What follows belongs to an exercise in optimizing a design on an open flow for small area, a short achievable clock period and few clock cycles; a production flow would make more cautious choices.
Where RTL was checked, it was by simulation tests only, not by an equivalence proof against the original.
For runs 2, 5 and 6, only the layout was checked, not whether the RTL still works.
Power and IR drop assume default switching activity.

$ cat flow/config.mk
export PLATFORM = sky130hd
export DESIGN_NAME = sha2_blk_unpack
export DESIGN_NICKNAME = sha2_blk_unpack
export VERILOG_FILES = /design/flow/design.v
export SDC_FILE = /design/flow/constraint.sdc
export NUM_CORES = 4
export LEC_CHECK = 0
export CAP_MARGIN = 20
export CORE_MARGIN = 2
export CORE_UTILIZATION = 40
export PLACE_DENSITY = 0.6
export SLEW_MARGIN = 20
$ cat flow/constraint.sdc
create_clock -name core_clock -period 6.0 [get_ports {clk}]
set_input_delay 1.2000 -clock core_clock [delete_from_list [all_inputs] [get_ports {clk}]]
set_output_delay 1.2000 -clock core_clock [all_outputs]
set_load 0.01 [all_outputs]
$ cat flow/design.v
package sha2_pkg;
  localparam int REG_W   = 64;
  localparam int REG_CNT = 8;
  localparam int DEC_W   = 3;
  localparam int BLK_W   = REG_W * REG_CNT;
  localparam logic [63:0] SHA2_PAD_WORD = 64'h8000_0000_0000_0000;
  typedef enum logic [1:0] {
    IDLE = 2'd0,
    CHK  = 2'd1,
    SEND = 2'd2
  } state_t;
endpackage
module sha2_pad_chk #(
  parameter int reg_w   = sha2_pkg::REG_W,
  parameter int reg_cnt = sha2_pkg::REG_CNT,
  parameter int dec_w   = sha2_pkg::DEC_W
) (
  input  logic [reg_cnt*reg_w-1:0]  blk,
  input  logic [reg_w-dec_w-7:0]    bcnt,
  output logic                      ok,
  output logic [dec_w-1:0]          p
);
  localparam int LW = $clog2(reg_w);
  localparam int NW = reg_cnt - 1;
  logic [reg_w-1:0] len;
  logic [NW-1:0]    z, t;       
  logic [NW:0]      sz, st;     
  logic             pad_ok;
  always_comb begin
    len = blk[(reg_cnt-1)*reg_w +: reg_w];
    p   = len[LW +: dec_w];
    for (int i = 0; i < NW; i++) begin
      z[i] = (blk[i*reg_w +: reg_w-1] == '0);
      t[i] = blk[i*reg_w + reg_w-1];
    end
    sz[NW] = 1'b1;
    st[NW] = 1'b1;
    for (int i = NW-1; i >= 0; i--) begin
      sz[i] = sz[i+1] & z[i];
      st[i] = st[i+1] & !t[i];
    end
    pad_ok = 1'b0;
    for (int i = 0; i < NW; i++)
      if (p == dec_w'(i)) pad_ok = sz[i] & t[i] & st[i+1];
    ok = pad_ok && (len[LW-1:0] == '0) && (len[reg_w-1:LW+dec_w] == bcnt);
  end
endmodule
module sha2_blk_unpack #(
  parameter int reg_w   = sha2_pkg::REG_W,
  parameter int reg_cnt = sha2_pkg::REG_CNT,
  parameter int dec_w   = sha2_pkg::DEC_W
) (
  input  logic                     clk,
  input  logic                     rst,
  input  logic [reg_cnt*reg_w-1:0] blk,
  input  logic                     blk_vld,
  input  logic                     blk_last,
  output logic                     blk_rdy,
  output logic [reg_w-1:0]         pkt,
  output logic                     pkt_vld,
  input  logic                     pkt_rdy,
  output logic [dec_w-1:0]         idx,
  output logic                     msg_done,
  output logic                     len_err
);
  localparam int CW = reg_w - dec_w - 6;    
  logic [(reg_cnt-1)*reg_w-1:0] buf_q;      
  logic                         ld, ld_n;   
  logic                         ld_d;
  logic [dec_w-1:0]             lst;        
  logic                         fin;        
  logic [CW-1:0]                bcnt;
  logic                         pend, pend_err;
  logic                         chk_ok;
  logic [dec_w-1:0]             chk_p;
  logic at_end, take, acc, imm, more;
  logic ra, rb, rb_err;
  logic [reg_cnt-1:0] sel;                  
  sha2_pad_chk #(.reg_w(reg_w), .reg_cnt(reg_cnt), .dec_w(dec_w)) u_chk (
    .blk  (blk),
    .bcnt (bcnt),
    .ok   (chk_ok),
    .p    (chk_p)
  );
  assign at_end  = idx == lst;                       
  assign more    = pkt_vld && !at_end;
  assign take    = pkt_vld && pkt_rdy;
  assign blk_rdy = !rst && (!pkt_vld || (at_end && pkt_rdy));
  assign acc     = blk_vld && blk_rdy;
  assign imm     = blk_last && !(chk_ok && chk_p != '0);    
  assign ra      = take && at_end && fin;
  assign rb      = acc && imm;
  assign rb_err  = !chk_ok;
  always_comb begin
    for (int k = 0; k < reg_cnt; k++) sel[k] = (idx == dec_w'(k-1));
    sel[0] = !more;
  end
  logic [reg_w-1:0] pkt_d;
  always_comb begin
    pkt_d = '0;
    if (pkt_vld && !pkt_rdy) pkt_d = pkt;
    else if (!more) pkt_d = blk[0 +: reg_w];
    else
      for (int k = 1; k < reg_cnt; k++)
        pkt_d = pkt_d | ({reg_w{sel[k]}} & buf_q[(k-1)*reg_w +: reg_w]);
  end
  always_comb begin
    ld_d = 1'b1;
    if (rst) ld_d = 1'b1;
    else if (acc) ld_d = blk_last && (imm || chk_p == dec_w'(1));
    else if (take && !at_end) ld_d = idx == lst - dec_w'(1);
    else ld_d = !more;
  end
  always_ff @(posedge clk) begin
    pkt <= pkt_d;
    for (int k = 1; k < reg_cnt; k++)
      buf_q[(k-1)*reg_w +: reg_w] <= (({reg_w{ld}} & blk[k*reg_w +: reg_w]) |
                                      ({reg_w{ld_n}} & buf_q[(k-1)*reg_w +: reg_w]));
    ld   <= ld_d;
    ld_n <= !ld_d;
    if (acc) begin
      idx <= '0;
      lst <= blk_last ? chk_p - dec_w'(1) : dec_w'(reg_cnt-1);
      fin <= blk_last;
    end else if (take && !at_end) begin
      idx <= idx + 1'b1;
    end
    if (rst) begin
      pkt_vld  <= 1'b0;
      msg_done <= 1'b0;
      len_err  <= 1'b0;
      pend     <= 1'b0;
      pend_err <= 1'b0;
      bcnt     <= '0;
    end else begin
      if (acc) pkt_vld <= !imm;
      else if (take && at_end) pkt_vld <= 1'b0;
      if (acc) bcnt <= blk_last ? '0 : bcnt + 1'b1;
      msg_done <= pend ? !pend_err : (ra || (rb && !rb_err));
      len_err  <= pend ? pend_err  : (!ra && rb && rb_err);
      pend     <= rb && (pend || ra);
      pend_err <= rb_err;
    end
  end
endmodule
$ cat flow/run.sh
#!/bin/bash
# synth_recipe.tcl (not shown) runs the flow's synth.tcl, then flattens the netlist and writes it again
# the make line also repeats each setting of config.mk as NAME=value (left out here)
make -C /OpenROAD-flow-scripts/flow DESIGN_CONFIG=/design/flow/config.mk WORK_HOME=/design/flow/orfs CLKGATE_MAP_FILE= SYNTH_SCRIPT=/design/flow/synth_recipe.tcl finish
==> summary.md, run 1 <==
| Metric | Value |
|---|---|
| Final Hold Fails | 0 |
| Cell Area, Synth | 23600 µm² |
| Maximum VDD drop | 275 µV |
| Status | complete, no violations |
| HP Class | reg2reg |
| Number of routed nets with antenna violations | 0 |
| Minimum clock period after layout | 4170 ps |
| CP Capture Type | output port |
| Post-synth cell types | 60 |
| Sequential fraction of the synthesis area | 52.2% |
| Critical path required time | 4800 ps |
| Net switching power | 3600 µW |
| Post-Route WL | 118000 µm |
| Area Growth Syn to Fin | 36.4% |
| Relative slew margins | 26.8% |
| Commonest cells in the netlist | dfxtp_1 (513), a22o_1 (452), clkbuf_1 (155), nor4_1 (123), a21oi_1 (109) |
| Sequential Power Share | 40.9% |
| Synthesis-stage register bit count | 581 |
| TritonCTS Buffers | 61 |
| Number of synthesized flops with an enable pin | 68 |
| Pleak | 0.0129 µW |
| Max clock buf depth | 3 |
| Cell with the most instances after synthesis | dfxtp_1 |
| Largest area contributor in the netlist | dfxtp_1 |
| Critical Path AT | 2970 ps |
| Top Ports | 588 |
| Post-CTS Setup Repair Bufs | 0 |
| Setup TNS | 0 ps |
| Worst-Skew Late Latency | 640 ps |
| Clk sinks | 581 |
| Drt via density | 6.31 |
| Core area | 58700 µm² |
| Syn nets | 2723 |
| CP Class | in2out |
| Fmax | 0.240 GHz |
| First-pass GRT wire length | 161000 µm |
| RSZ-0062 raised after global routing | false |
| Synthesized area per cell | 10.8 µm² |
| GR Overflow Total | 0 |
| Hold slack | 476 ps |
| Initial antenna violation count | 25 |
| Net count, final | 3210 |
| Total global-route track usage | 37.4% |
| Die ar. | 60900 µm² |
| Worst slew pin tran | 1090 ps |
| Die Ht | 247 µm |
| Vias | 22300 |
| Internal power contribution | 8050 µW |
| # fillers | 5147 |
| Startpoint types | primary input |
| Pre-antenna DRT Iters | 8 |
| Layout cells sized above 1 | 6.84% |
| Final setup fails | 0 |
| Depth of the CTS H-tree | 2 |
| Part of the power in combinational logic | 24.3% |
| Hold_buf cts | 0 |
| Post-synth top area share | 43.5% |
| CTS tree | done |
| Placed inst area | 30000 µm² |
| # port buffers | 587 |
| Clock Root Buffer | clkbuf_16 |
| DR iter-0 viols | 3230 |
| Largest net degree at the start of global routing | 196 |
| Pwr dens | 362 nW/µm² |
| Yosys warning count | 2 |
| Vias in the first global route | 21000 |
| Post-Syn Instances | 2194 |
| Wire per inst | 33.6 µm |
| Clock share of power | 34.8% |
| Switching share of power | 30.9% |
| Clock Pin Slew Worst Setup and Hold Paths | 60 ps |
| Routability cong. | 1.00 |
| Final Instance Area | 32200 µm² |
| Ratio of final minimum period to clock period | 69.6% |
| Post-CTS sizing | 0 |
| Setup Skew | 22.1 ps |
| Initial Util | 40.2% |
| Synth area leaders | dfxtp_1 (44%), a22o_1 (17%), edfxtp_1 (8.7%) |
| Residual DRC | 0 |
| Post-DP HPWL | 91400 µm |
| Std-Cell Rows | 89 |
| Max-Cap Viols | 0 |
| Post-synth ARST share | 0% |
| Die width | 247 µm |
| Maximum fanout along the worst path | 4 |
| Number of max-slew violations in the final report | 0 |
| Primary FF master, synth | dfxtp_1 |
-- metrics by stage --
| stage | worst slack, ps | util [%] | instances | power (µW) |
|---|---|---|---|---|
| 2_1_floorplan | 2960 | - | 2194 | 6080 |
| 3_3_place_gp | 998 | 51.1 | 3391 | 7550 |
| 3_5_place_dp | 1310 | 51.1 | 3391 | 7570 |
| 4_1_cts | 1810 | 54.7 | 3505 | 11600 |
| 5_1_grt | 1750 | 54.8 | 3525 | 12000 |
| 6_report | 1830 | 54.8 | 3528 | 11700 |
-- power by group through the flow --
stage                     logic, µW  registers [µW]  clock network, µW
after global placement         2730            4820                  0
after CTS                      2750            4750               4070
after global routing           2940            4800               4220
after detailed placement       2730            4830                  0
final                          2830            4760               4050
after floorplan                1370            4710                  0
-- critical path, stage by stage --
cell	delay (ps)
clkdlybuf4s50_1	530
inv_1	100
o41a_1	490
nor2_1	110
clkdlybuf4s50_1	540
-- placed cells by master, fill, tap and decap left out, types with 42 or more instances in the layout --
| master | instances |
|---|---|
| clkdlybuf4s50_1 | 587 |
| dfxtp_1 | 510 |
| a22o_1 | 452 |
| nor4_1 | 122 |
| a21oi_1 | 109 |
| nor2_1 | 102 |
| a222oi_1 | 85 |
| edfxtp_1 | 68 |
| xnor2_1 | 65 |
| clkbuf_16 | 63 |
| nand2_1 | 62 |
| nand4_1 | 50 |
| mux2_2 | 45 |
| a22oi_1 | 43 |
| a21o_1 | 42 |
-- registers in the layout, summed over array words and instances (netlist names) --
register  count
pend          1
ld            1
msg_done      1
pkt_vld       1
buf_q       448
pend_err      1
ld_n          1
idx           3
fin           1
lst           3
len_err       1
bcnt         55
pkt          64
-- cell families after synthesis --
family | count (synthesis) | synth area share (%)
AND/OR/NAND/NOR | 429 | 9.72
buffers and inverters | 213 | 3.50
flip-flops | 581 | 52.2
adder cells (fa/ha/maj) | 12 | 0.637
AO/OA/AOI/OAI | 792 | 27.1
XOR/XNOR | 98 | 3.64
multiplexers | 69 | 3.17
-- worst paths after layout --
| path | startpoint | endpoint | slack [ps] | cells past startpoint |
|---|---|---|---|---|
| worst max-delay path | pkt_rdy | blk_rdy | 1830 | 5 |
| worst min-delay path | buf_q[432] | buf_q[432] | 480 | 1 |
| worst max register to register | idx[1] | pkt[1] | 2290 | 8 |
| worst min register to register | buf_q[432] | buf_q[432] | 480 | 1 |
-- per-layer routing --
metal / track usage (%) / part of all wire [%]
met5: 0 / 0.034
met4: 16.5 / 4.3
met3: 8.64 / 10
met2: 55.8 / 44
met1: 51.4 / 42
-- cell type report --
class | count | area [µm²] | share of cell area [%]
Antenna cell | 23 | 57.6 | 0.179
Clock buffer | 93 | 1810 | 5.62
Clock inverter | 21 | 313 | 0.972
Inverter | 30 | 113 | 0.350
Multi-Input combinational cell | 1400 | 10500 | 32.7
Sequential cell | 581 | 12300 | 38.3
Tap cell | 773 | 967 | 3.01
Timing Repair Buffer | 607 | 6080 | 18.9
Testbench counts, summed over its fixed seeds: cycles 5,519.
==> inputs of run 2 (changes only) <==
--- a/flow/design.v
+++ b/flow/design.v
@@ -73,6 +73,11 @@
   logic                         pend, pend_err;
   logic                         chk_ok;
   logic [dec_w-1:0]             chk_p;
+  logic [CW-1:0] bc_t;                      
+  always_comb begin
+    bc_t[0] = 1'b1;
+    for (int i = 1; i < CW; i++) bc_t[i] = bc_t[i-1] & bcnt[i-1];
+  end
   logic at_end, take, acc, imm, more;
   logic ra, rb, rb_err;
   logic [reg_cnt-1:0] sel;                  
@@ -135,7 +140,7 @@
     end else begin
       if (acc) pkt_vld <= !imm;
       else if (take && at_end) pkt_vld <= 1'b0;
-      if (acc) bcnt <= blk_last ? '0 : bcnt + 1'b1;
+      bcnt <= (acc && blk_last) ? '0 : bcnt ^ (bc_t & {CW{acc}});
       msg_done <= pend ? !pend_err : (ra || (rb && !rb_err));
       len_err  <= pend ? pend_err  : (!ra && rb && rb_err);
       pend     <= rb && (pend || ra);
==> flow/flow/run.sh (new file) <==
#!/bin/bash
# The standard layout, with the port buffers made of the smallest buffer cell instead of
# the flow's default delay buffer. Each tool's output goes to its own log in the work folder.
set -euo pipefail
export BUFFER_PORTS_ARGS="-buffer_cell sky130_fd_sc_hd__buf_1"
bash standard.sh finish > standard_make.log 2>&1
==> flow/standard.sh (new file) <==
#!/bin/bash
# synth_recipe.tcl (not shown) runs the flow's synth.tcl, then flattens the netlist and writes it again
# the make line also repeats each setting of config.mk as NAME=value (left out here)
make -C /OpenROAD-flow-scripts/flow DESIGN_CONFIG=/design/flow/config.mk WORK_HOME=/design/flow/orfs CLKGATE_MAP_FILE= SYNTH_SCRIPT=/design/flow/synth_recipe.tcl "${@:-finish}"
removed: flow/run.sh
==> run 2 against run 1 <==
Power fell by 6.8%. Final cell count fell by 1.5%. Register-to-register slack improved by 240 ps. Synthesized cell count fell by 2.0%. Setup slack improved by 320 ps. Area after synthesis fell by 1.3%. First-iteration DRC count fell by 19%. Wire length fell by 13%. Fmax rose by 8.4%. Via count fell by 1.8%. Still clean on timing, DRC and antenna. Critical path depth rose by 3.
==> summary.md, run 2 <==
| Metric | Value |
|---|---|
| Status | complete, no violations |
| Post-synth top area share | 44.1% (+0.59 points) |
| # port buffers | 587 (unchanged) |
| Number of routed nets with antenna violations | 0 (unchanged) |
| Cell with the most instances after synthesis | dfxtp_1 |
| Post-CTS sizing | 0 (unchanged) |
| Routability cong. | 0.954 (-4.9%) |
| CP Class | in2reg |
| FF-to-FF path depth | 7 (-1) |
| Residual DRC | 0 (unchanged) |
| Max-Cap Viols | 0 (unchanged) |
| Post-Route WL | 103000 µm (-13%) |
| Hold Startpoint | buf_q[191] |
| Critical Path AT | 4350 ps (+1380 ps) |
| Post-DP HPWL | 78100 µm (-15%) |
| Regs by FF count | buf_q x448, pkt x64, bcnt x55 |
| Die ar. | 60100 µm² (-1.3%) |
| Commonest cells in the netlist | dfxtp_1 (513), a22o_1 (454), clkbuf_1 (168), a222oi_1 (128), nor4_1 (119) |
| Largest net degree at the start of global routing | 241 (+23%) |
| CTS tree | done |
| Final Hold Fails | 0 (unchanged) |
| Synthesized area per cell | 10.8 µm² (+0.69%) |
| Initial Util | 40.4% (+0.22 points) |
| Die Ht | 245 µm (-0.66%) |
| Slowest CP cell | nor4_1 |
| Max clock buf depth | 3 (unchanged) |
| Clock Root Buffer | clkbuf_16 |
| Vias | 21900 (-1.8%) |
| Synth Area in Simple Gates | 9.94% (+0.22 points) |
| Xor/xnor share of the synthesized area | 3.26% (-0.38 points) |
| Setup slack, reg-to-reg | 2530 ps (+240 ps) |
| Max reg flops | 448 (unchanged) |
| Relative slew margins | 8.75% (-18 points) |
| Area Growth Syn to Fin | 21.3% |
| Pleak | 0.0115 µW (-11%) |
| Synth Area in Compound Gates | 26.9% (-0.24 points) |
| Final setup fails | 0 (unchanged) |
| Largest area contributor in the netlist | dfxtp_1 |
| Post-Syn Instances | 2150 (-2.0%) |
| Clock Pin Slew Worst Setup and Hold Paths | 60 ps (about the same) |
| Post-Synth Adder-Cell Area | 0.645% (+0.0086 points) |
| Number of max-slew violations in the final report | 0 (unchanged) |
| Hold worst-path end | buf_q[191] |
| Maximum VDD drop | 225 µV (-18%) |
| HP Class | reg2reg |
| Post-synth ARST share | 0% (unchanged) |
| Post-synth cell types | 59 (-1.7%) |
| Synthesis-stage register bit count | 581 (unchanged) |
| Worst-Skew Late Latency | 610 ps (-30 ps) |
| Final Instance Area | 28200 µm² (-12%) |
| Minimum clock period after layout | 3850 ps (-324 ps) |
| DR iter-0 viols | 2623 (-19%) |
| Post-CTS Setup Repair Bufs | 0 (unchanged) |
| Most frequent cells in the layout | buf_1 (587), dfxtp_1 (511), a22o_1 (454) |
| Maximum fanout along the worst path | 3 (-1) |
| Wire per inst | 29.7 µm (-11%) |
| Placed inst area | 26000 µm² (-13%) |
| Initial antenna violation count | 15 (-40%) |
| First-pass GRT wire length | 144000 µm (-11%) |
| Die width | 245 µm (-0.66%) |
| Worst slew pin tran | 1370 ps (+281 ps) |
| Synth area leaders | dfxtp_1 (44%), a22o_1 (17%), edfxtp_1 (8.8%) |
| Critical path required time | 6500 ps (+1700 ps) |
| Top Ports | 588 (unchanged) |
| Setup TNS | 0 ps (unchanged) |
| Reg-to-reg endpoint | pkt[60] |
| Hold depth | 1 (unchanged) |
| Total global-route track usage | 32.8% (-4.5 points) |
| Number of synthesized flops with an enable pin | 68 (unchanged) |
| Sequential fraction of the synthesis area | 52.9% (+0.70 points) |
| Hold_buf cts | 0 (unchanged) |
| Depth of the CTS H-tree | 3 (+1) |
| CP Capture Type | register |
| Primary FF master, synth | dfxtp_1 |
| Yosys warning count | 2 (unchanged) |
| Drt via density | 6.29 (-0.29%) |
| Largest Register | buf_q |
| TritonCTS Buffers | 66 (+8.2%) |
| Ratio of final minimum period to clock period | 64.2% (-5.4 points) |
| Pre-antenna DRT Iters | 7 (-1) |
| Max incr delay on CP | 770 ps (+230 ps) |
| Std-Cell Rows | 88 (-1.1%) |
| Layout cells sized above 1 | 5.74% (-1.1 points) |
| Multiplexer share of the synthesized area | 2.80% (-0.37 points) |
| Pwr dens | 385 nW/µm² (+6.2%) |
| Setup Skew | 23.6 ps (+1.47 ps) |
| Vias in the first global route | 20600 (-1.8%) |
| Most common cell after layout, fill and taps aside | buf_1 |
| Clk sinks | 581 (unchanged) |
| Largest family of logic cells by synthesized area | compound AO/OA/AOI/OAI gates |
| Fmax | 0.260 GHz (+8.4%) |
| Syn nets | 2679 (-1.6%) |
| Critical Path, Cell by Cell | buf_1 -> nor4_1 -> nand4_1 -> nor4_1 -> nand4_1 -> or4_1 -> a311o_1 -> a21bo_1 |
| Net count, final | 3180 (-0.93%) |
| Core area | 57600 µm² (-1.9%) |
| GR Overflow Total | 0 (unchanged) |
| Cell Area, Synth | 23300 µm² (-1.3%) |
| Critical R2R Launch | idx[1] |
| RSZ-0062 raised after global routing | false |
| Startpoint types | primary input |
## run 2: cell types whose count changed after synthesis, sizes merged, moves of 9 or more
| cell | before | now |
|---|---|---|
| a21o | 42 | 1 |
| a21oi | 109 | 74 |
| a222oi | 85 | 128 |
| a22oi | 43 | 1 |
| buf | 28 | 16 |
| clkbuf | 155 | 169 |
| mux2 | 45 | 0 |
| mux2i | 24 | 65 |
| nand2 | 65 | 104 |
| nor2 | 103 | 63 |
| nor2b | 4 | 16 |
| nor3 | 24 | 14 |
| o21ai | 33 | 72 |
| xor2 | 33 | 24 |
## run 2: final cells by class
| class | instances | area, µm² |
|---|---|---|
| Fill cell | 5416 | 29400 |
| Tap cell | 765 | 957 |
| Multi-Input combinational cell | 1350 | 10200 |
| Timing Repair Buffer | 618 | 2460 |
| Clock inverter | 16 | 149 |
| Sequential cell | 581 | 12300 |
| Inverter | 34 | 129 |
| Antenna cell | 10 | 25.0 |
| Clock buffer | 102 | 2000 |
## run 2: logic make-up (layout without fill, tap and decap cells)
logic type / count (synthesis) / after routing
AO/OA/AOI/OAI: 761 / 761
XOR/XNOR: 85 / 85
buffers and inverters: 219 / 770
adder cells (fa/ha/maj): 12 / 12
multiplexers: 65 / 65
flip-flops: 581 / 581
other: 0 / 10
AND/OR/NAND/NOR: 427 / 427
## run 2: stage by stage
| stage | utilization, % | cells | setup WS (ps) | power [µW] | hold slack (ps) |
|---|---|---|---|---|---|
| 2_1_floorplan | - | 2150 | 2730 | 5830 | 439 |
| 3_3_place_gp | 45.2 | 3342 | 1590 | 6820 | 455 |
| 3_5_place_dp | 45.2 | 3345 | 1540 | 6840 | 456 |
| 4_1_cts | 48.9 | 3463 | 2180 | 10800 | 474 |
| 5_1_grt | 49.0 | 3471 | 1980 | 11200 | 489 |
| 6_report | 49.0 | 3476 | 2150 | 10900 | 475 |
## run 2: routing by layer
metal,track usage [%],share of wire (%),wire (µm)
met5,0,0.049,51
met4,11.5,3.5,3620
met3,6.31,10,10300
met2,52.2,46,47600
met1,44.5,40,41800
## run 2: worst max path at each step
| stage | end | depth (start not counted) | startpoint | slack (ps) |
|---|---|---|---|---|
| 6_report | ld | 8 | blk[347] | 2150 |
| 5_1_grt | ld | 8 | blk[347] | 1980 |
| 4_1_cts | ld | 8 | blk[331] | 2180 |
| 3_5_place_dp | ld | 8 | blk[331] | 1540 |
| 3_3_place_gp | ld | 8 | blk[331] | 1590 |
| 2_1_floorplan | ld | 9 | blk[454] | 2730 |
## run 2: worst max-delay path, delay by kind of cell
kind	cells	cell delay, ps
AND/OR/NAND/NOR	5	2500
AO/OA/AOI/OAI	2	550
buffers and inverters	1	90
## run 2: where the power goes
group	switching [µW]	internal (µW)	total, µW
clock network	1670	2350	4010
logic	1410	767	2180
registers	275	4400	4670
==> inputs of run 3 (changes only) <==
--- a/flow/design.v
+++ b/flow/design.v
@@ -69,52 +69,44 @@
   logic                         ld_d;
   logic [dec_w-1:0]             lst;        
   logic                         fin;        
-  logic [CW-1:0]                bcnt;
+  logic [CW-1:0]                bcnt;       
+  logic [CW-1:0]                bc_t;       
   logic                         pend, pend_err;
   logic                         chk_ok;
   logic [dec_w-1:0]             chk_p;
-  logic [CW-1:0] bc_t;                      
-  always_comb begin
-    bc_t[0] = 1'b1;
-    for (int i = 1; i < CW; i++) bc_t[i] = bc_t[i-1] & bcnt[i-1];
-  end
-  logic at_end, take, acc, imm, more;
-  logic ra, rb, rb_err;
-  logic [reg_cnt-1:0] sel;                  
+  logic                         take, acc, imm, ra, rb;
+  logic [reg_cnt-1:0]           sel;        
   sha2_pad_chk #(.reg_w(reg_w), .reg_cnt(reg_cnt), .dec_w(dec_w)) u_chk (
     .blk  (blk),
     .bcnt (bcnt),
     .ok   (chk_ok),
     .p    (chk_p)
   );
-  assign at_end  = idx == lst;                       
-  assign more    = pkt_vld && !at_end;
+  assign blk_rdy = !rst && pkt_rdy && ld;
+  assign acc     = blk_vld && blk_rdy;
   assign take    = pkt_vld && pkt_rdy;
-  assign blk_rdy = !rst && (!pkt_vld || (at_end && pkt_rdy));
-  assign acc     = blk_vld && blk_rdy;
   assign imm     = blk_last && !(chk_ok && chk_p != '0);    
-  assign ra      = take && at_end && fin;
-  assign rb      = acc && imm;
-  assign rb_err  = !chk_ok;
+  assign ra      = take && ld && fin;                       
+  assign rb      = acc && imm;                              
   always_comb begin
     for (int k = 0; k < reg_cnt; k++) sel[k] = (idx == dec_w'(k-1));
-    sel[0] = !more;
+    bc_t[0] = 1'b1;
+    for (int i = 1; i < CW; i++) bc_t[i] = bc_t[i-1] & bcnt[i-1];
   end
   logic [reg_w-1:0] pkt_d;
   always_comb begin
     pkt_d = '0;
-    if (pkt_vld && !pkt_rdy) pkt_d = pkt;
-    else if (!more) pkt_d = blk[0 +: reg_w];
+    if (!pkt_rdy) pkt_d = pkt;
+    else if (ld) pkt_d = blk[0 +: reg_w];
     else
       for (int k = 1; k < reg_cnt; k++)
         pkt_d = pkt_d | ({reg_w{sel[k]}} & buf_q[(k-1)*reg_w +: reg_w]);
   end
   always_comb begin
-    ld_d = 1'b1;
     if (rst) ld_d = 1'b1;
     else if (acc) ld_d = blk_last && (imm || chk_p == dec_w'(1));
-    else if (take && !at_end) ld_d = idx == lst - dec_w'(1);
-    else ld_d = !more;
+    else if (take && !ld) ld_d = idx == lst - dec_w'(1);
+    else ld_d = ld;
   end
   always_ff @(posedge clk) begin
     pkt <= pkt_d;
@@ -127,7 +119,7 @@
       idx <= '0;
       lst <= blk_last ? chk_p - dec_w'(1) : dec_w'(reg_cnt-1);
       fin <= blk_last;
-    end else if (take && !at_end) begin
+    end else if (take && !ld) begin
       idx <= idx + 1'b1;
     end
     if (rst) begin
@@ -139,12 +131,12 @@
       bcnt     <= '0;
     end else begin
       if (acc) pkt_vld <= !imm;
-      else if (take && at_end) pkt_vld <= 1'b0;
+      else if (take && ld) pkt_vld <= 1'b0;
       bcnt <= (acc && blk_last) ? '0 : bcnt ^ (bc_t & {CW{acc}});
-      msg_done <= pend ? !pend_err : (ra || (rb && !rb_err));
-      len_err  <= pend ? pend_err  : (!ra && rb && rb_err);
+      msg_done <= pend ? !pend_err : (ra || (rb && chk_ok));
+      len_err  <= pend ? pend_err  : (!ra && rb && !chk_ok);
       pend     <= rb && (pend || ra);
-      pend_err <= rb_err;
+      pend_err <= !chk_ok;
     end
   end
 endmodule
==> flow/flow/run.sh (replaced) <==
#!/bin/bash
# The standard layout, with the port buffers made of the smallest buffer cell instead of
# the flow's default delay buffer, and a clock tree of smaller buffers without dummy loads.
# Each tool's output goes to its own log in the work folder.
set -euo pipefail
export BUFFER_PORTS_ARGS="-buffer_cell sky130_fd_sc_hd__buf_1"
export CTS_ARGS="-sink_clustering_enable -repair_clock_nets -dont_use_dummy_load -buf_list {sky130_fd_sc_hd__clkbuf_4 sky130_fd_sc_hd__clkbuf_8}"
bash standard.sh finish > standard_make.log 2>&1
--- a/flow/config.mk
+++ b/flow/config.mk
@@ -7,6 +7,7 @@
 export LEC_CHECK = 0
 export CAP_MARGIN = 20
 export CORE_MARGIN = 2
-export CORE_UTILIZATION = 40
-export PLACE_DENSITY = 0.6
+export CORE_UTILIZATION = 60
+export PLACE_DENSITY = 0.7
+export SETUP_SLACK_MARGIN = 3.4
 export SLEW_MARGIN = 20
==> run 3 against run 2 <==
Still clean on timing, DRC and antenna. Cell area rose by 0.19%. Sequential share of layout area barely moved. Utilization rose by 25 points. Critical path depth rose by 1. Fmax rose by 31%. Synthesized cell count rose by 3.5%. Clock-buffer cell count fell by 11. Flip-flop and latch count did not move. Combinational power fell by 49%. Register-to-register slack improved by 830 ps. Power fell by 23%.
==> summary.md, run 3 <==
| Metric | Value |
|---|---|
| Status | complete, no violations |
| Final setup fails | 0 (unchanged) |
| Largest net degree at the start of global routing | 257 (+6.6%) |
| Syn nets | 2754 (+2.8%) |
| CTS tree | done |
| Core area | 38500 µm² (-33%) |
| Setup Skew | 34.9 ps (+11.3 ps) |
| Post-Syn Instances | 2225 (+3.5%) |
| Crit path buf inv count | 1 (unchanged) |
| Largest area contributor in the netlist | dfxtp_1 |
| Post-synth cell types | 56 (-5.1%) |
| Std-Cell Rows | 72 (-18%) |
| RSZ-0062 raised after global routing | true |
| Post-Synth Adder-Cell Area | 0.645% (about the same) |
| Placed inst area | 25800 µm² (-1.1%) |
| Depth of the CTS H-tree | 3 (unchanged) |
| Critical Path AT | 3470 ps (-880 ps) |
| Initial Util | 60.5% (+20 points) |
| Die Ht | 201 µm (-18%) |
| Most common cell after layout, fill and taps aside | buf_1 |
| Max-Cap Viols | 0 (unchanged) |
| Layout cells sized above 1 | 10.1% (+4.3 points) |
| Post-Route WL | 100000 µm (-3.2%) |
| Regs by FF count | buf_q x448, pkt x64, bcnt x55 |
| Relative slew margins | 28.2% (+19 points) |
| Final worst slack | 3060 ps (+911 ps) |
| Critical Path, Cell by Cell | buf_8 -> nor4_4 -> nand4_1 -> nor4_2 -> nand4_1 -> o31ai_2 -> a22oi_1 -> nor2b_2 -> a211oi_1 |
| Startpoint types | primary input |
| Multiplexer share of the synthesized area | 0% (-2.8 points) |
| Synthesis-stage register bit count | 581 (unchanged) |
| Number of synthesized flops with an enable pin | 68 (unchanged) |
| # fillers | 2928 (-46%) |
| Minimum clock period after layout | 2940 ps (-911 ps) |
| Pleak | 0.0116 µW (+1.0%) |
| Net count, final | 3304 (+3.9%) |
| Clock Pin Slew Worst Setup and Hold Paths | 70 ps (about the same) |
| Pre-antenna DRT Iters | 14 (+7) |
| Residual DRC | 0 (unchanged) |
| Largest Register | buf_q |
| Most frequent cells in the layout | buf_1 (578), dfxtp_1 (498), a22o_1 (449) |
| Commonest cells in the netlist | dfxtp_1 (513), a22o_1 (449), nand2_1 (169), clkbuf_1 (168), a222oi_1 (128) |
| Die width | 201 µm (-18%) |
| HP Class | reg2reg |
| Max incr delay on CP | 540 ps (-230 ps) |
| Maximum VDD drop | 201 µV (-11%) |
| Xor/xnor share of the synthesized area | 3.12% (-0.14 points) |
| Clk sinks | 581 (unchanged) |
| Post-synth top area share | 44.1% (about the same) |
| Fmax | 0.340 GHz (+31%) |
| Max clock buf depth | 3 (unchanged) |
| Area Growth Syn to Fin | 21.5% |
| CP delay by family, top | simple AND/OR/NAND/NOR gates |
| Synth Area in Compound Gates | 27.9% (+1.0 points) |
| Top Ports | 588 (unchanged) |
| Worst slew pin tran | 1080 ps (-292 ps) |
| Maximum fanout along the worst path | 3 (unchanged) |
| Initial antenna violation count | 22 (+7) |
| Pwr dens | 297 nW/µm² (-23%) |
| Max reg flops | 448 (unchanged) |
| Synth Area in Simple Gates | 10.7% (+0.72 points) |
| Number of routed nets with antenna violations | 0 (unchanged) |
| Worst-Skew Late Latency | 670 ps (+60 ps) |
| Primary FF master, synth | dfxtp_1 |
| Hold_buf cts | 0 (unchanged) |
| Ratio of final minimum period to clock period | 49.0% (-15 points) |
| # port buffers | 587 (unchanged) |
| CP most frequent cell | nand4_1 |
| CP Class | in2reg |
| Total global-route track usage | 46.8% (+14 points) |
| Die ar. | 40400 µm² (-33%) |
| Setup TNS | 0 ps (unchanged) |
| Vias in the first global route | 21900 (+6.4%) |
| DR iter-0 viols | 3770 (+44%) |
| Slowest CP cell | nor4_4 |
| Cell with the most instances after synthesis | dfxtp_1 |
| Cell Area, Synth | 23300 µm² (about the same) |
| Place WS | 1900 ps (+367 ps) |
| Drt via density | 7.02 (+12%) |
| Post-DP HPWL | 70300 µm (-10%) |
| Synthesized area per cell | 10.5 µm² (-3.4%) |
| Final Hold Fails | 0 (unchanged) |
| Routability cong. | 1.01 (+6.2%) |
| Yosys warning count | 2 (unchanged) |
| GR Overflow Total | 0 (unchanged) |
| Post-synth ARST share | 0% (unchanged) |
| Synth area leaders | dfxtp_1 (44%), a22o_1 (17%), edfxtp_1 (8.8%) |
| Clock Root Buffer | clkbuf_8 |
| Vias | 23300 (+6.4%) |
| Number of max-slew violations in the final report | 0 (unchanged) |
| Critical path required time | 6530 ps (+30 ps) |
| Final Instance Area | 28300 µm² (+0.19%) |
| First-pass GRT wire length | 141000 µm (-2.2%) |
| Sequential fraction of the synthesis area | 52.9% (about the same) |
| Largest family of logic cells by synthesized area | compound AO/OA/AOI/OAI gates |
| TritonCTS Buffers | 91 (+38%) |
| Wire per inst | 30.2 µm (+1.5%) |
| CP Capture Type | register |
-- run 3: final cells by class --
type	instances	area [µm²]	area share, %
Sequential cell	581	12300	43.6
Multi-Input combinational cell	1350	10500	37.2
Timing Repair Buffer	649	3080	10.9
Clock buffer	91	1250	4.43
Tap cell	518	648	2.29
Inverter	102	383	1.35
Antenna cell	22	55.1	0.195
-- run 3: worst paths after layout --
path                                  from    endpoint  slack [ps]  cells past startpoint
worst max-delay path              blk[333]        pend        3060                      9
worst min-delay path            buf_q[135]  buf_q[135]         480                      1
worst max register to register    bcnt[13]    bcnt[40]        3360                      7
worst min register to register  buf_q[135]  buf_q[135]         480                      1
-- run 3: layer usage --
metal / part of all wire, % / vias to the layer above / GRT usage (%)
met1: 36 / 11200 / 59.9
met5: 0.022 / - / 0
li1: - / 9831 / -
met3: 13 / 324 / 11.7
met4: 6.8 / 4 / 29.4
met2: 44 / 1894 / 71.2
-- run 3: logic make-up (layout without fill, tap and decap cells) --
family          Yosys count  after routing
compound gates          764            764
fa+ha+maj                12             12
flops                   581            581
other cells               0             22
buf+inv                 294            842
xor+xnor                 83             83
simple gates            491            491
-- run 3: through the flow --
step	util, %	hold WS [ps]	power, µW	instances
6_report	73.5	481	8400	3313
5_1_grt	73.5	488	8600	3308
4_1_cts	72.4	479	8300	3278
3_5_place_dp	67.0	457	5570	3155
3_3_place_gp	66.9	456	5540	3155
2_1_floorplan	-	439	5060	2225
-- run 3: power by group --
group	internal (µW)	total [µW]	switching (µW)
clock	1340	2780	1440
sequential	4280	4490	216
combinational	452	1120	670
-- run 3: worst register-to-register path, cell delays in order, from the launching register on --
cell and delay, ps:
dfxtp_2 360, nand2_1 80, or3_4 410, or3_4 410, or3_4 410, or3_4 420
or3_1 350, a21oi_1 140
-- run 3: timing repair --
item / 4_1_cts / 5_1_grt
buffers inserted: 28 / 11
gates resized for setup: 105 / 48
setup endpoints to repair: 112 / 67
cloned: 4 / 1
pin swaps: 33 / 33
Testbench counts of run 3, summed over its fixed seeds: cycles 5,519.
==> inputs of run 4 (changes only) <==
==> flow/flow/run.sh (replaced) <==
#!/bin/bash
# The standard layout, with the port buffers made of the smallest buffer cell instead of
# the flow's default delay buffer. Each tool's output goes to its own log in the work folder.
set -euo pipefail
export BUFFER_PORTS_ARGS="-buffer_cell sky130_fd_sc_hd__buf_1"
bash standard.sh finish > standard_make.log 2>&1
--- a/flow/config.mk
+++ b/flow/config.mk
@@ -9,5 +9,5 @@
 export CORE_MARGIN = 2
 export CORE_UTILIZATION = 60
 export PLACE_DENSITY = 0.7
-export SETUP_SLACK_MARGIN = 3.4
+export SETUP_SLACK_MARGIN = 3.1
 export SLEW_MARGIN = 20
==> run 4 against run 3 <==
Setup slack improved by 13 ps. Synthesized cell count did not move. Power rose by 10%. Global-route usage fell by 0.53 points. Largest power group unchanged. Largest cell class unchanged. Via count fell by 0.76%. Non-clock buffer count fell by 39. Utilization fell by 0.37 points. Hold slack got worse by 1.8 ps. Area after synthesis did not move. First-iteration DRC count rose by 1.3%.
==> summary.md, run 4 <==
| Metric | Value |
|---|---|
| Vias | 23100 (-0.76%) |
| Largest net degree at the start of global routing | 199 (-23%) |
| Regs by FF count | buf_q x448, pkt x64, bcnt x55 |
| Worst slew pin tran | 1080 ps (+4.45 ps) |
| Depth of the CTS H-tree | 2 (-1) |
| Post-synth ARST share | 0% (unchanged) |
| Sequential fraction of the synthesis area | 52.9% (unchanged) |
| CP most frequent cell | nor4_4 |
| Layout cells sized above 1 | 7.23% (-2.8 points) |
| Setup Skew | 17.5 ps (-17.5 ps) |
| Synthesized area per cell | 10.5 µm² (unchanged) |
| Status | complete, no violations |
| DR iter-0 viols | 3818 (+1.3%) |
| Max reg flops | 448 (unchanged) |
| Vias in the first global route | 21800 (-0.63%) |
| Place WS | 1860 ps (-39.3 ps) |
| HP Class | reg2reg |
| Die Ht | 201 µm (unchanged) |
| Net count, final | 3232 (-2.2%) |
| Total power | 9270 µW (+10%) |
| Number of max-slew violations in the final report | 0 (unchanged) |
| Post-Route WL | 97800 µm (-2.2%) |
| Core area | 38500 µm² (unchanged) |
| Primary FF master, synth | dfxtp_1 |
| Worst-Skew Late Latency | 640 ps (-30 ps) |
| Syn nets | 2754 (unchanged) |
| Most common cell after layout, fill and taps aside | buf_1 |
| Hold slack | 479 ps (-1.82 ps) |
| Top Ports | 588 (unchanged) |
| Std-Cell Rows | 72 (unchanged) |
| Die width | 201 µm (unchanged) |
| # port buffers | 587 (unchanged) |
| Commonest cells in the netlist | dfxtp_1 (513), a22o_1 (449), nand2_1 (169), clkbuf_1 (168), a222oi_1 (128) |
| Total global-route track usage | 46.3% (-0.53 points) |
| CP Class | in2reg |
| Routability cong. | 1.07 (+5.1%) |
| Most frequent cells in the layout | buf_1 (580), dfxtp_1 (507), a22o_1 (449) |
| Wire per inst | 29.8 µm (-1.2%) |
| Post-Syn Instances | 2225 (unchanged) |
| Slowest CP cell | nor4_4 |
| Largest area contributor in the netlist | dfxtp_1 |
| Initial Util | 60.5% (unchanged) |
| Setup TNS | 0 ps (unchanged) |
| Cell Area, Synth | 23300 µm² (unchanged) |
| Maximum VDD drop | 259 µV (+29%) |
| Number of synthesized flops with an enable pin | 68 (unchanged) |
| Critical R2R Launch | idx[1] |
| First-pass GRT wire length | 140000 µm (-0.34%) |
| Area Growth Syn to Fin | 20.9% |
| Critical path required time | 6490 ps (-40 ps) |
| RSZ-0062 raised after global routing | true |
| Critical Path, Cell by Cell | clkbuf_2 -> nor4_4 -> nand4_1 -> nor4_4 -> a41oi_2 -> o31ai_2 -> a22oi_1 -> nor2b_2 -> a211oi_1 |
| Clock Root Buffer | clkbuf_16 |
| Post-synth top area share | 44.1% (unchanged) |
| Residual DRC | 0 (unchanged) |
| Hold Startpoint | buf_q[319] |
| Clk sinks | 581 (unchanged) |
| Startpoint types | primary input |
| TritonCTS Buffers | 58 (-36%) |
| Drt via density | 7.04 (+0.24%) |
| Post-synth cell types | 56 (unchanged) |
| Pre-antenna DRT Iters | 12 (-2) |
| Critical path launch point | blk[308] |
| Die ar. | 40400 µm² (unchanged) |
| Number of routed nets with antenna violations | 0 (unchanged) |
| Initial antenna violation count | 15 (-32%) |
| Clock Pin Slew Worst Setup and Hold Paths | 60 ps (about the same) |
| Maximum fanout along the worst path | 3 (unchanged) |
| Max clock buf depth | 3 (unchanged) |
| Largest Register | buf_q |
| Fmax | 0.342 GHz (+0.45%) |
| CTS tree | done |
| Critical Path AT | 3420 ps (-50 ps) |
| Ratio of final minimum period to clock period | 48.8% (-0.22 points) |
| Setup slack, reg-to-reg | 3120 ps (-240 ps) |
| Post-DP HPWL | 70900 µm (+0.85%) |
| Final worst slack | 3070 ps (+13.2 ps) |
| Hold_buf cts | 0 (unchanged) |
| Max incr delay on CP | 440 ps (-100 ps) |
| # fillers | 2841 (-3.0%) |
| Final Hold Fails | 0 (unchanged) |
| Max-Cap Viols | 0 (unchanged) |
| Synthesis-stage register bit count | 581 (unchanged) |
| GR Overflow Total | 0 (unchanged) |
| Pleak | 0.0115 µW (-1.1%) |
| Cell with the most instances after synthesis | dfxtp_1 |
| Yosys warning count | 2 (unchanged) |
| Final setup fails | 0 (unchanged) |
| Minimum clock period after layout | 2930 ps (-13.2 ps) |
| CP Capture Type | register |
| Synth area leaders | dfxtp_1 (44%), a22o_1 (17%), edfxtp_1 (8.8%) |
| Relative slew margins | 27.9% (-0.30 points) |
| Pwr dens | 329 nW/µm² (+11%) |
[run 4: metal layers]
layer | track usage, % | vias up | part of all wire [%]
li1 | - | 9718 | -
met4 | 29.9 | 6 | 7.8
met2 | 71.6 | 1815 | 45
met3 | 12.5 | 412 | 12
met5 | 0 | - | 0.038
met1 | 57.3 | 11100 | 35
[run 4: final cells by class]
cell class | count | area [µm²] | share of cell area, %
sequential | 581 | 12300 | 43.8
multi-input combinational | 1350 | 10400 | 36.8
timing repair buffer | 610 | 2480 | 8.83
clock buffer | 80 | 1680 | 5.96
tap | 518 | 648 | 2.30
inverter | 102 | 383 | 1.36
clock inverter | 28 | 246 | 0.876
antenna | 11 | 27.5 | 0.0978
[run 4: what timing repair did]
item / 4_1_cts / 5_1_grt
pin swaps: 5 / 15
buffers inserted: 7 / 1
endpoints found under the setup margin: 235 / 28
gates resized for setup: 32 / 47
[run 4: kinds of logic after synthesis]
family,share of synthesized area [%]
AOI/OAI and AO/OA,27.9
DFF,52.9
and+or+nand+nor,10.7
buffers and inverters,4.75
xor gates and xnor gates,3.12
adders and majority gates,0.645
[run 4: report_power, final]
group | total, µW | internal [µW] | switching, µW
Clock | 3690 | 2120 | 1570
Sequential | 4500 | 4280 | 225
Combinational | 1080 | 426 | 655
Total | 9270 | 6820 | 2450
[run 4: critical path: cells and delay by family]
family / cells / cell delay [ps]
AO/OA/AOI/OAI: 4 / 720
AND/OR/NAND/NOR: 4 / 1310
buffers and inverters: 1 / 180
[run 4: stage by stage]
| step | utilization [%] | cells | area [µm²] |
|---|---|---|---|
| 6_report | 73.2 | 3280 | 28100 |
| 5_1_grt | 73.2 | 3278 | 28100 |
| 4_1_cts | 72.4 | 3268 | 27800 |
| 2_1_floorplan | - | 2225 | 23400 |
| 3_3_place_gp | 66.8 | 3153 | 25700 |
| 3_5_place_dp | 66.8 | 3153 | 25700 |
[run 4: worst paths after layout]
check                             endpoint  cells after the start
worst max-delay path                  pend                      9
worst min register to register  buf_q[319]                      1
worst min-delay path            buf_q[319]                      1
worst max register to register     pkt[40]                      7
==> inputs of run 5 (changes only) <==
--- a/flow/design.v
+++ b/flow/design.v
@@ -94,13 +94,15 @@
     for (int i = 1; i < CW; i++) bc_t[i] = bc_t[i-1] & bcnt[i-1];
   end
   logic [reg_w-1:0] pkt_d;
+  logic             s_hold, s_blk;
+  logic [reg_cnt-1:1] s_buf;
   always_comb begin
-    pkt_d = '0;
-    if (!pkt_rdy) pkt_d = pkt;
-    else if (ld) pkt_d = blk[0 +: reg_w];
-    else
-      for (int k = 1; k < reg_cnt; k++)
-        pkt_d = pkt_d | ({reg_w{sel[k]}} & buf_q[(k-1)*reg_w +: reg_w]);
+    s_hold = !pkt_rdy;
+    s_blk  = pkt_rdy && ld;
+    for (int k = 1; k < reg_cnt; k++) s_buf[k] = pkt_rdy && !ld && sel[k];
+    pkt_d = ({reg_w{s_hold}} & pkt) | ({reg_w{s_blk}} & blk[0 +: reg_w]);
+    for (int k = 1; k < reg_cnt; k++)
+      pkt_d = pkt_d | ({reg_w{s_buf[k]}} & buf_q[(k-1)*reg_w +: reg_w]);
   end
   always_comb begin
     if (rst) ld_d = 1'b1;
==> flow/flow/run.sh (replaced) <==
#!/bin/bash
# The standard layout, with the port buffers made of the smallest buffer cell instead of
# the flow's default delay buffer, and a clock tree of smaller buffers without dummy loads.
# Each tool's output goes to its own log in the work folder.
set -euo pipefail
export BUFFER_PORTS_ARGS="-buffer_cell sky130_fd_sc_hd__buf_1"
export CTS_ARGS="-sink_clustering_enable -repair_clock_nets -dont_use_dummy_load -buf_list {sky130_fd_sc_hd__clkbuf_4 sky130_fd_sc_hd__clkbuf_8}"
bash standard.sh finish > standard_make.log 2>&1
--- a/flow/config.mk
+++ b/flow/config.mk
@@ -7,7 +7,7 @@
 export LEC_CHECK = 0
 export CAP_MARGIN = 20
 export CORE_MARGIN = 2
-export CORE_UTILIZATION = 60
-export PLACE_DENSITY = 0.7
+export CORE_UTILIZATION = 50
+export PLACE_DENSITY = 0.65
 export SETUP_SLACK_MARGIN = 3.1
 export SLEW_MARGIN = 20
==> run 5 against run 4 <==
Utilization is 13 points lower. Register-to-register slack hardly changed. Flip-flop and latch count stayed put. Area after synthesis is 2.6% lower. Hold slack worse by 8.7 ps. Power is 11% lower. Wire length is 6.5% higher. Critical path type unchanged. Largest cell class unchanged.
==> summary.md, run 5 <==
| Metric | Value |
|---|---|
| Max-Cap Viols | 0 (unchanged) |
| Number of routed nets with antenna violations | 0 (unchanged) |
| Cell Area, Synth | 22700 µm² (-2.6%) |
| Routability cong. | 1.06 (-0.93%) |
| CP Capture Type | register |
| Die width | 217 µm (+8.0%) |
| Clock Root Buffer | clkbuf_8 |
| Die ar. | 47100 µm² (+17%) |
| Critical path required time | 6540 ps (+50 ps) |
| Worst-Skew Late Latency | 680 ps (+40 ps) |
| Core area | 45100 µm² (+17%) |
| Max reg flops | 448 (unchanged) |
| Regs by FF count | buf_q x448, pkt x64, bcnt x55 |
| Most frequent cells in the layout | buf_1 (581), dfxtp_1 (575), a22o_1 (514) |
| Relative slew margins | 26.1% (-1.8 points) |
| Drt via density | 6.70 (-4.8%) |
| Post-synth cell types | 55 (-1.8%) |
| Maximum VDD drop | 181 µV (-30%) |
| Sequential fraction of the synthesis area | 51.5% (-1.4 points) |
| Post-Route WL | 104000 µm (+6.5%) |
| Final setup fails | 0 (unchanged) |
| Place WS | 1820 ps (-49.5 ps) |
| Setup Skew | 45.0 ps (+27.5 ps) |
| Pwr dens | 306 nW/µm² (-7.1%) |
| Final Hold Fails | 0 (unchanged) |
| Critical Path AT | 3440 ps (+20 ps) |
| Max clock buf depth | 3 (unchanged) |
| Hold depth | 1 (unchanged) |
| Layout cells sized above 1 | 7.50% (+0.26 points) |
| Largest Register | buf_q |
| Vias in the first global route | 20500 (-5.7%) |
| Hold slack | 470 ps (-8.75 ps) |
| Hold_buf cts | 0 (unchanged) |
| Initial Util | 50.3% (-10 points) |
| Critical Path, Cell by Cell | buf_1 -> nor4_2 -> nand4_1 -> nor4_4 -> a41oi_1 -> o31ai_2 -> a32oi_2 -> o311ai_0 |
| Maximum fanout along the worst path | 7 (+4) |
| Storage cell area | 11700 µm² (-5.2%) |
| Depth of the CTS H-tree | 3 (+1) |
| Cell with the most instances after synthesis | dfxtp_1 |
| Post-Syn Instances | 2201 (-1.1%) |
| Synth area leaders | dfxtp_1 (51%), a22o_1 (20%), a22oi_1 (4.2%) |
| Synthesized area per cell | 10.3 µm² (-1.5%) |
| Ratio of final minimum period to clock period | 48.3% (-0.46 points) |
| FF-to-FF path depth | 8 (+1) |
| # port buffers | 587 (unchanged) |
| Primary FF master, synth | dfxtp_1 |
| HP Class | reg2reg |
| Number of max-slew violations in the final report | 0 (unchanged) |
| Yosys warning count | 2 (unchanged) |
| Most common cell after layout, fill and taps aside | buf_1 |
| Std-Cell Rows | 78 (+8.3%) |
| # fillers | 4048 (+42%) |
| Slowest CP cell | nor4_4 |
| CP Class | in2reg |
| Syn nets | 2730 (-0.87%) |
| Fmax | 0.345 GHz (+0.96%) |
| Clk sinks | 581 (unchanged) |
| Post-DP HPWL | 78400 µm (+11%) |
| GR Overflow Total | 0 (unchanged) |
| Vias | 22400 (-3.0%) |
| Max incr delay on CP | 510 ps (+70 ps) |
| Largest area contributor in the netlist | dfxtp_1 |
| Wire per inst | 31.2 µm (+4.6%) |
| RSZ-0062 raised after global routing | true |
| Pleak | 0.00970 µW (-16%) |
| Final std cells w/o fill | 3342 (+1.9%) |
| TritonCTS Buffers | 92 (+59%) |
| Post-synth ARST share | 0% (unchanged) |
| Final worst slack | 3100 ps (+27.8 ps) |
| Initial antenna violation count | 10 (-5) |
| Placed Instances | 3231 (+2.5%) |
| DR iter-0 viols | 3157 (-17%) |
| Clock Pin Slew Worst Setup and Hold Paths | 60 ps (about the same) |
| Post-synth top area share | 50.9% (+6.8 points) |
| First-pass GRT wire length | 145000 µm (+3.3%) |
| Residual DRC | 0 (unchanged) |
| Worst slew pin tran | 1110 ps (+27.2 ps) |
| Total global-route track usage | 42.4% (-3.9 points) |
| Net count, final | 3266 (+1.1%) |
| Area Growth Syn to Fin | 19.5% |
| Status | complete, no violations |
| Largest net degree at the start of global routing | 237 (+19%) |
| Synthesis-stage register bit count | 581 (unchanged) |
| Setup TNS | 0 ps (unchanged) |
| Number of synthesized flops with an enable pin | 4 (-94%) |
| Top Ports | 588 (unchanged) |
| CTS tree | done |
| Minimum clock period after layout | 2900 ps (-27.8 ps) |
| Startpoint types | primary input |
| Die Ht | 217 µm (+8.0%) |
| Pre-antenna DRT Iters | 6 (-6) |
| Area of the multi-input gates | 10700 µm² (+3.5%) |
| Commonest cells in the netlist | dfxtp_1 (577), a22o_1 (514), clkbuf_1 (148), a22oi_1 (128), nor4_1 (119) |
==> run 5: path summary, 6_finish.rpt <==
path         startpoint    endpoint  slack [ps]
min reg2reg  buf_q[250]  buf_q[250]         470
max            blk[304]        ld_n        3100
max reg2reg      idx[0]     pkt[20]        3120
min          buf_q[250]  buf_q[250]         470
==> run 5: cell type report <==
class,instances,share of cell area (%)
flip-flops and latches,581,43.1
multi-input cells,1416,39.6
repair buffers,621,9.47
clock buffers,92,4.67
well taps,600,2.77
inverters,25,0.374
diodes,7,0.0646
==> run 5: layer usage <==
layer	share of wire [%]	vias to the layer above	global-route usage, %
li1	-	9669	-
met1	41	11000	58.3
met2	44	1492	63.2
met3	11	231	10.4
met4	4.5	6	18.5
met5	0.036	-	0
==> run 5: cell families after synthesis <==
kind of cell,after synthesis,share of synthesized area (%)
XOR/XNOR,97,3.75
multiplexers,1,0.0441
AND/OR/NAND/NOR,497,11.5
flip-flops,581,51.5
adder cells (fa/ha/maj),12,0.662
AO/OA/AOI/OAI,809,29.2
buffers and inverters,204,3.39
==> run 5: critical path: cells and delay by family <==
family	cells	cell delay [ps]
and+or+nand+nor	3	1160
AOI/OAI and AO/OA	4	960
buffers and inverters	1	110
==> run 5: timing repair <==
action,4_1_cts,5_1_grt
cloned,2,0
gates resized for setup,38,34
pin swaps,4,7
buffers inserted,4,6
endpoints found under the setup margin,216,17
==> run 5: power by group <==
part	leakage (µW)	internal [µW]	total (µW)	switching (µW)
registers	0.00488	4220	4460	240
clock network	0.000662	1350	2800	1450
logic	0.00416	420	1030	612
total	0.00970	5990	8290	2310
==> run 5: metrics by stage <==
stage | util [%] | cell area [µm²] | total power, µW
after floorplan | - | 22700 | 4960
after global placement | 56.0 | 25300 | 5470
after detailed placement | 56.1 | 25300 | 5490
after CTS | 59.5 | 26800 | 8230
after global routing | 60.1 | 27100 | 8530
final | 60.1 | 27100 | 8290
==> inputs of run 6 (changes only) <==
==> flow/flow/run.sh (replaced) <==
#!/bin/bash
# The standard layout, with the port buffers made of the smallest buffer cell instead of
# the flow's default delay buffer, and a clock tree of smaller buffers without dummy loads.
# Each tool's output goes to its own log in the work folder.
set -euo pipefail
export BUFFER_PORTS_ARGS="-buffer_cell sky130_fd_sc_hd__buf_1"
export CTS_ARGS="-sink_clustering_enable -repair_clock_nets -dont_use_dummy_load -buf_list {sky130_fd_sc_hd__clkbuf_4} -sink_clustering_size 16"
bash standard.sh finish > standard_make.log 2>&1
==> run 6 against run 5 <==
Clock power down 5%. Final cell count up 1.8%. Synthesized cell count unchanged. Sequential power about the same. Non-clock buffer count down 3. Flip-flop and latch count unchanged. Combinational power about the same. Fmax down 4.5%. First-iteration DRC count down 2.3%. Largest power group unchanged. Highest routed layer unchanged.
==> summary.md, run 6 <==
| Metric | Value |
|---|---|
| Max clock buf depth | 3 (unchanged) |
| Final Hold Fails | 0 (unchanged) |
| Cell Area, Synth | 22700 µm² (unchanged) |
| Die Ht | 217 µm (unchanged) |
| Startpoint types | primary input |
| Sequential fraction of the synthesis area | 51.5% (unchanged) |
| Final setup fails | 0 (unchanged) |
| Clock Root Buffer | clkbuf_4 |
| GR Overflow Total | 0 (unchanged) |
| Synthesized area per cell | 10.3 µm² (unchanged) |
| FF-to-FF path depth | 8 (unchanged) |
| Relative slew margins | 20.9% (-5.2 points) |
| DR iter-0 viols | 3083 (-2.3%) |
| Post-synth cell types | 55 (unchanged) |
| Max reg flops | 448 (unchanged) |
| Area Growth Syn to Fin | 17.4% |
| Die width | 217 µm (unchanged) |
| Area of the multi-input gates | 10400 µm² (-3.2%) |
| Critical path capture point | ld |
| Yosys warning count | 2 (unchanged) |
| Synth area leaders | dfxtp_1 (51%), a22o_1 (20%), a22oi_1 (4.2%) |
| Most frequent cells in the layout | buf_1 (579), dfxtp_1 (571), a22o_1 (514) |
| CTS tree | done |
| HP Class | in2reg |
| CP Class | in2reg |
| Synthesis-stage register bit count | 581 (unchanged) |
| Ratio of final minimum period to clock period | 50.6% (+2.3 points) |
| Post-Syn Instances | 2201 (unchanged) |
| Syn nets | 2730 (unchanged) |
| Initial antenna violation count | 15 (+5) |
| GR Util met1 | 58.6% (+0.34 points) |
| Top Ports | 588 (unchanged) |
| Critical Path, Cell by Cell | buf_1 -> nor4_1 -> nand4_1 -> nor4_4 -> a41oi_1 -> o31ai_1 -> a32oi_2 -> o311a_1 |
| Worst slew pin tran | 1190 ps (+78.3 ps) |
| Initial Util | 50.3% (unchanged) |
| Core area | 45100 µm² (unchanged) |
| CP Capture Type | register |
| Residual DRC | 0 (unchanged) |
| Wire per inst | 30.9 µm (-0.90%) |
| Drt via density | 6.68 (-0.29%) |
| Max incr delay on CP | 620 ps (+110 ps) |
| Clk sinks | 581 (unchanged) |
| Minimum clock period after layout | 3030 ps (+135 ps) |
| Maximum fanout along the worst path | 7 (unchanged) |
| Setup Skew | 46.0 ps (+1.02 ps) |
| Critical Path AT | 3890 ps (+450 ps) |
| Status | complete, no violations |
| Pleak | 0.00970 µW (about the same) |
| Cell with the most instances after synthesis | dfxtp_1 |
| Post-synth ARST share | 0% (unchanged) |
| Placed Instances | 3231 (unchanged) |
| Number of synthesized flops with an enable pin | 4 (unchanged) |
| RSZ-0062 raised after global routing | true |
| Net count, final | 3324 (+1.8%) |
| Hold slack | 439 ps (-30.6 ps) |
| Critical R2R Launch | ld |
| Largest net degree at the start of global routing | 237 (unchanged) |
| Clock Pin Slew Worst Setup and Hold Paths | 80 ps (+20 ps) |
| Worst-Skew Late Latency | 1000 ps (+320 ps) |
| Fmax | 0.330 GHz (-4.5%) |
| Primary FF master, synth | dfxtp_1 |
| Std-Cell Rows | 78 (unchanged) |
| Regs by FF count | buf_q x448, pkt x64, bcnt x55 |
| Vias in the first global route | 21000 (+2.1%) |
| Maximum VDD drop | 178 µV (-2.0%) |
| Critical path required time | 6860 ps (+320 ps) |
| Hold_buf cts | 0 (unchanged) |
| Largest Register | buf_q |
| Commonest cells in the netlist | dfxtp_1 (577), a22o_1 (514), clkbuf_1 (148), a22oi_1 (128), nor4_1 (119) |
| Final std cells w/o fill | 3402 (+1.8%) |
| Number of max-slew violations in the final report | 0 (unchanged) |
| Pre-antenna DRT Iters | 6 (unchanged) |
| Vias | 22700 (+1.5%) |
| Routability cong. | 1.06 (unchanged) |
| Storage cell area | 11700 µm² (about the same) |
| Die ar. | 47100 µm² (unchanged) |
| Met3 track demand over resource | 12.1% (+1.8 points) |
| Setup slack, reg-to-reg | 3030 ps (-90 ps) |
| Max-Cap Viols | 0 (unchanged) |
| Largest area contributor in the netlist | dfxtp_1 |
| Post-DP HPWL | 78400 µm (unchanged) |
| Total global-route track usage | 42.9% (+0.54 points) |
| First-pass GRT wire length | 146000 µm (+0.85%) |
| Pwr dens | 306 nW/µm² (about the same) |
| Depth of the CTS H-tree | 4 (+1) |
| Slowest CP cell | nor4_1 |
| Reg-to-reg endpoint | pkt[20] |
| Most Crowded Layer GR | met2 |
| # port buffers | 587 (unchanged) |
| Setup TNS | 0 ps (unchanged) |
| Met2 Use GR | 63.8% (+0.62 points) |
| # fillers | 4105 (+1.4%) |
| TritonCTS Buffers | 153 (+66%) |
| Post-synth top area share | 50.9% (unchanged) |
| Post-Route WL | 105000 µm (+0.88%) |
| Number of routed nets with antenna violations | 0 (unchanged) |
| Most common cell after layout, fill and taps aside | buf_1 |
| Critical path launch point | blk[308] |
| Layout cells sized above 1 | 8.09% (+0.60 points) |
-- run 6: cells by family after synthesis --
kind of cell / after synthesis / share of synthesized area, %
buffers and inverters: 204 / 3.39
multiplexers: 1 / 0.0441
AND/OR/NAND/NOR: 497 / 11.5
AO/OA/AOI/OAI: 809 / 29.2
flip-flops: 581 / 51.5
adder cells (fa/ha/maj): 12 / 0.662
XOR/XNOR: 97 / 3.75
-- run 6: how the worst min path moves through the flow --
stage / cells after the start / to / startpoint
floorplan: 1 / buf_q[257] / buf_q[257]
detailed placement: 1 / buf_q[301] / buf_q[301]
global route: 2 / buf_q[175] / blk[239]
finish: 2 / buf_q[283] / blk[347]
CTS: 2 / buf_q[283] / blk[347]
global placement: 1 / buf_q[279] / buf_q[279]
-- run 6: metrics by stage --
stage	utilization (%)	setup slack [ps]	total power (µW)	instance area, µm²
after floorplan	-	2860	4960	22700
after global placement	56.0	1870	5470	25300
after detailed placement	56.1	1820	5490	25300
after CTS	58.8	3010	8100	26500
after global routing	59.0	3010	8410	26600
final	59.0	2970	8140	26600
-- run 6: area by class of cell --
class | count | area share (%)
tap | 600 | 2.82
timing repair buffer | 618 | 9.54
sequential | 581 | 43.9
multi-input combinational | 1416 | 39.0
clock buffer | 153 | 4.32
antenna | 9 | 0.0846
inverter | 25 | 0.353
-- run 6: where the power goes --
| group | switching, µW | leakage, µW | total [µW] | internal, µW |
|---|---|---|---|---|
| clock | 1520 | 0.000704 | 2670 | 1160 |
| sequential | 235 | 0.00488 | 4450 | 4220 |
| combinational | 604 | 0.00412 | 1020 | 415 |
-- run 6: timing repair --
item	4_1_cts	5_1_grt
setup buffers	5	3
endpoints found under the setup margin	175	21
pin swaps	0	1
gates cloned	0	1
gates resized for setup	13	8
-- run 6: worst max-delay path, delay by kind of cell --
kind | cells | cell delay [ps]
buf+inv | 1 | 120
compound gates | 4 | 980
simple gates | 3 | 1580
-- run 6: routing by layer --
metal,vias to the layer above,share of wire (%)
li1,9839,-
met1,11000,41
met5,-,0.076
met3,246,11
met2,1585,44
met4,12,4.2

[separate check: timing with driven ports]
How much do the figures lean on ideal ports? The routed layouts below were timed once more, with nothing changed but the port constraints. Step 1 assumes that a clkbuf_16 drives the clock port and a buf_2 every other input. Step 2, shift: input delay + t, output delay - t, t = (earliest + latest rising clock arrival at the registers) / 2. This alone moves slack from input paths to output paths. Slacks: no drivers / after step 1 / after step 2; pairs: no drivers / after step 1.
run	t (ns)	setup WS [ns]	clock arrival spread, ns	worst register clock-pin slew, ns	worst data-port slew with drivers (ns)
run 1	0.690	1.826 / 1.746 / 1.193	0.024 / 0.025	0.07 / 0.07	0.15
run 2	0.662	2.150 / 2.192 / 1.530	0.028 / 0.028	0.06 / 0.06	0.12
run 3	0.710	3.061 / 3.077 / 2.367	0.043 / 0.043	0.07 / 0.07	0.15
run 4	0.683	3.074 / 3.065 / 2.392	0.025 / 0.026	0.07 / 0.07	0.16
run 5	0.722	3.102 / 2.827 / 2.230	0.054 / 0.055	0.07 / 0.07	0.32
run 6	1.048	2.966 / 2.828 / 1.959	0.058 / 0.058	0.08 / 0.08	0.23
After both steps every run listed still meets setup and hold. The setup slack of run 6, which loses most, moves by -0.138 ns with the drivers and by -1.007 ns with both steps.
